Source: an optimization exercise on an open RTL-to-GDS flow (aim: small area). Production flows keep margins and buffers that such runs may drop. At most, simulation tests tie the RTL to the original design; equivalence was not proved. No activity file was given, so power comes from the tool's default toggle rates.

job 101:
// ap_ctrl_profiler
module ap_ctrl_profiler
#(
    parameter int NUM_CH  = 4,
    parameter int CNT_W   = 20,
    parameter int LAT_W   = 16,
    parameter int MAX_OUT = 4,
    localparam int CH_W   = (NUM_CH > 1) ? $clog2(NUM_CH) : 1
) (
    input  logic              clock,
    input  logic              reset,
    input  logic              finish,
    input  logic              clear,
    input  logic [NUM_CH-1:0] ch_start,
    input  logic [NUM_CH-1:0] ch_ready,
    input  logic [NUM_CH-1:0] ch_done,
    input  logic [NUM_CH-1:0] ch_continue,
    input  logic [CH_W-1:0]   rd_ch,
    input  logic [2:0]        rd_sel,
    output logic [CNT_W-1:0]  rd_data,
    output logic              rd_valid,
    output logic [NUM_CH-1:0] err,
    output logic              frozen,
    output logic              all_idle
);
Size in the first run: roughly 3700 cells after synthesis, about 830 flip-flops, roughly 52 I/O pins, ~41000 um^2 of cells after synthesis.
export LEC_CHECK = 0
export CAP_MARGIN = 20
export CORE_MARGIN = 2
export CORE_UTILIZATION = 40
export SLEW_MARGIN = 20
create_clock -name core_clock -period 6.0 [get_ports {clock}]
standard.sh (not shown) runs the stock make flow with config.mk's settings and CLKGATE_MAP_FILE= SYNTH_SCRIPT=/design/flow/synth_recipe.tcl, a recipe that flattens the netlist after the stock synthesis.
==> flow/flow/run.sh <==
#!/bin/bash
# The standard layout (the standard.sh: standard synthesis, floorplan,
# placement, CTS, routing), with a leaner clock tree: clkbuf_16 buffers
# only, sink clusters of up to 24 flip-flops within 80 um, and no dummy loads.
# make's full output goes to standard.log in the work folder; each ORFS
# step's own log stays under orfs/logs/.
set -euo pipefail
export CTS_ARGS="-sink_clustering_enable -repair_clock_nets -dont_use_dummy_load -sink_clustering_size 24 -sink_clustering_max_diameter 80 -buf_list sky130_fd_sc_hd__clkbuf_16"
bash standard.sh > standard.log 2>&1
Modified inputs, job 102 compared to job 101
--- a/flow/flow/run.sh
+++ b/flow/flow/run.sh
@@ -4 +4 @@
-# only, sink clusters of up to 24 flip-flops within 80 um, and no dummy loads.
+# only, sink clusters of up to 20 flip-flops within 60 um, and no dummy loads.
@@ -8 +8 @@
-export CTS_ARGS="-sink_clustering_enable -repair_clock_nets -dont_use_dummy_load -sink_clustering_size 24 -sink_clustering_max_diameter 80 -buf_list sky130_fd_sc_hd__clkbuf_16"
+export CTS_ARGS="-sink_clustering_enable -repair_clock_nets -dont_use_dummy_load -sink_clustering_size 20 -sink_clustering_max_diameter 60 -buf_list sky130_fd_sc_hd__clkbuf_16"
Notes after the runs:
- Sequential cell area fraction in the yosys report: job 101 vs job 102 identical
- [compare] base=job 101 new=job 102: cell leakage power increased 0.38 nW, setup slack now sits lower, power has increased, final instance area went up 1.7%, ratio of final minimum period to clock period increased by 1.5 points relative to the old numbers.
- When job 102 is measured against job 101, its detailed-routing iteration count for the pre-antenna-repair pass turns out 2 lower.
- Summary — power density relative to cell area, job 102 relative to job 101: higher, by about 9%.
- Job 102 finished every stage; the final checks, however, were not passed, the failures being negative setup slack.
No run of this note included a check of the RTL's function; only the layout flow was run.

---

ap_ctrl_profiler, a different RTL version from the one above (not shown whole).
For scale: ~3900 cells after synthesis, ~52 I/O pins.
export LEC_CHECK = 0
export CAP_MARGIN = 20
export CORE_MARGIN = 2
export CORE_UTILIZATION = 40
export SLEW_MARGIN = 20
create_clock -name core_clock -period 6.0 [get_ports {clock}]
==> flow/flow/run.sh <==
#!/bin/bash
# The standard layout (the standard.sh: standard synthesis, floorplan,
# placement, CTS, routing), with a leaner clock tree: clkbuf_16 buffers
# only, sink clusters of up to 30 flip-flops, and no dummy loads.
# make's full output goes to standard.log in the work folder; each ORFS
# step's own log stays under orfs/logs/.
set -euo pipefail
export CTS_ARGS="-sink_clustering_enable -repair_clock_nets -dont_use_dummy_load -sink_clustering_size 30 -sink_clustering_max_diameter 100 -buf_list sky130_fd_sc_hd__clkbuf_16"
bash standard.sh > standard.log 2>&1
The baseline finished clean.
Next try:
==> flow/run.sh (new file) <==
#!/bin/bash
# synth_recipe.tcl (not shown) runs the flow's synth.tcl, then flattens the netlist and writes it again
# the make line also repeats each setting of config.mk as NAME=value (left out here)
make -C /OpenROAD-flow-scripts/flow DESIGN_CONFIG=/design/flow/config.mk WORK_HOME=/design/flow/orfs CLKGATE_MAP_FILE= SYNTH_SCRIPT=/design/flow/synth_recipe.tcl finish
removed: flow/flow/run.sh
removed: flow/standard.sh
=> Routed wire length grows by 0.71%. Worst setup slack barely changes. Global-route usage grows by 0.30 points. Utilization grows by 2.2 points.

what the ideal ports hide:
The flow's constraints put no driver on any port. The routed layouts listed below were extracted and timed again, unchanged, in two steps.
Step 1 (the two cells are an assumption about what drives the block):
set clk [get_ports {clock}]
set_driving_cell -lib_cell sky130_fd_sc_hd__clkbuf_16 $clk
set_driving_cell -lib_cell sky130_fd_sc_hd__buf_2 [delete_from_list [all_inputs] $clk]
Step 2 adds t to the input delays and takes it off the output delays; t is the mean of the earliest and latest rising clock arrival at the registers after step 1. Input paths then give back, and output paths get back, about the clock's delay inside the block.
Slacks: no drivers / after step 1 / after step 2; pairs: no drivers / after step 1.
| run | t (ns) | setup WS [ns] | clock arrival spread, ns | pins driven straight from the clock port |
|---|---|---|---|---|
| job 101 | 0.683 | 0.048 / 0.048 / -0.249 | 0.088 / 0.089 | 1 |
| job 102 | 0.679 | -0.040 / -0.040 / -0.259 | 0.094 / 0.093 | 1 |
| the first run of note 2 | 0.660 | 0.165 / 0.165 / -0.406 | 0.098 / 0.098 | 1 |
| the second run of note 2 | 0.721 | 0.166 / 0.166 / -0.424 | 0.029 / 0.028 | 1 |
With both steps, setup timing fails in job 101, the first run of note 2 and the second run of note 2, where it was met with ideal ports. For the second run of note 2, which loses most, drivers alone change the setup slack by 0.000 ns; drivers and shift together by -0.590 ns.
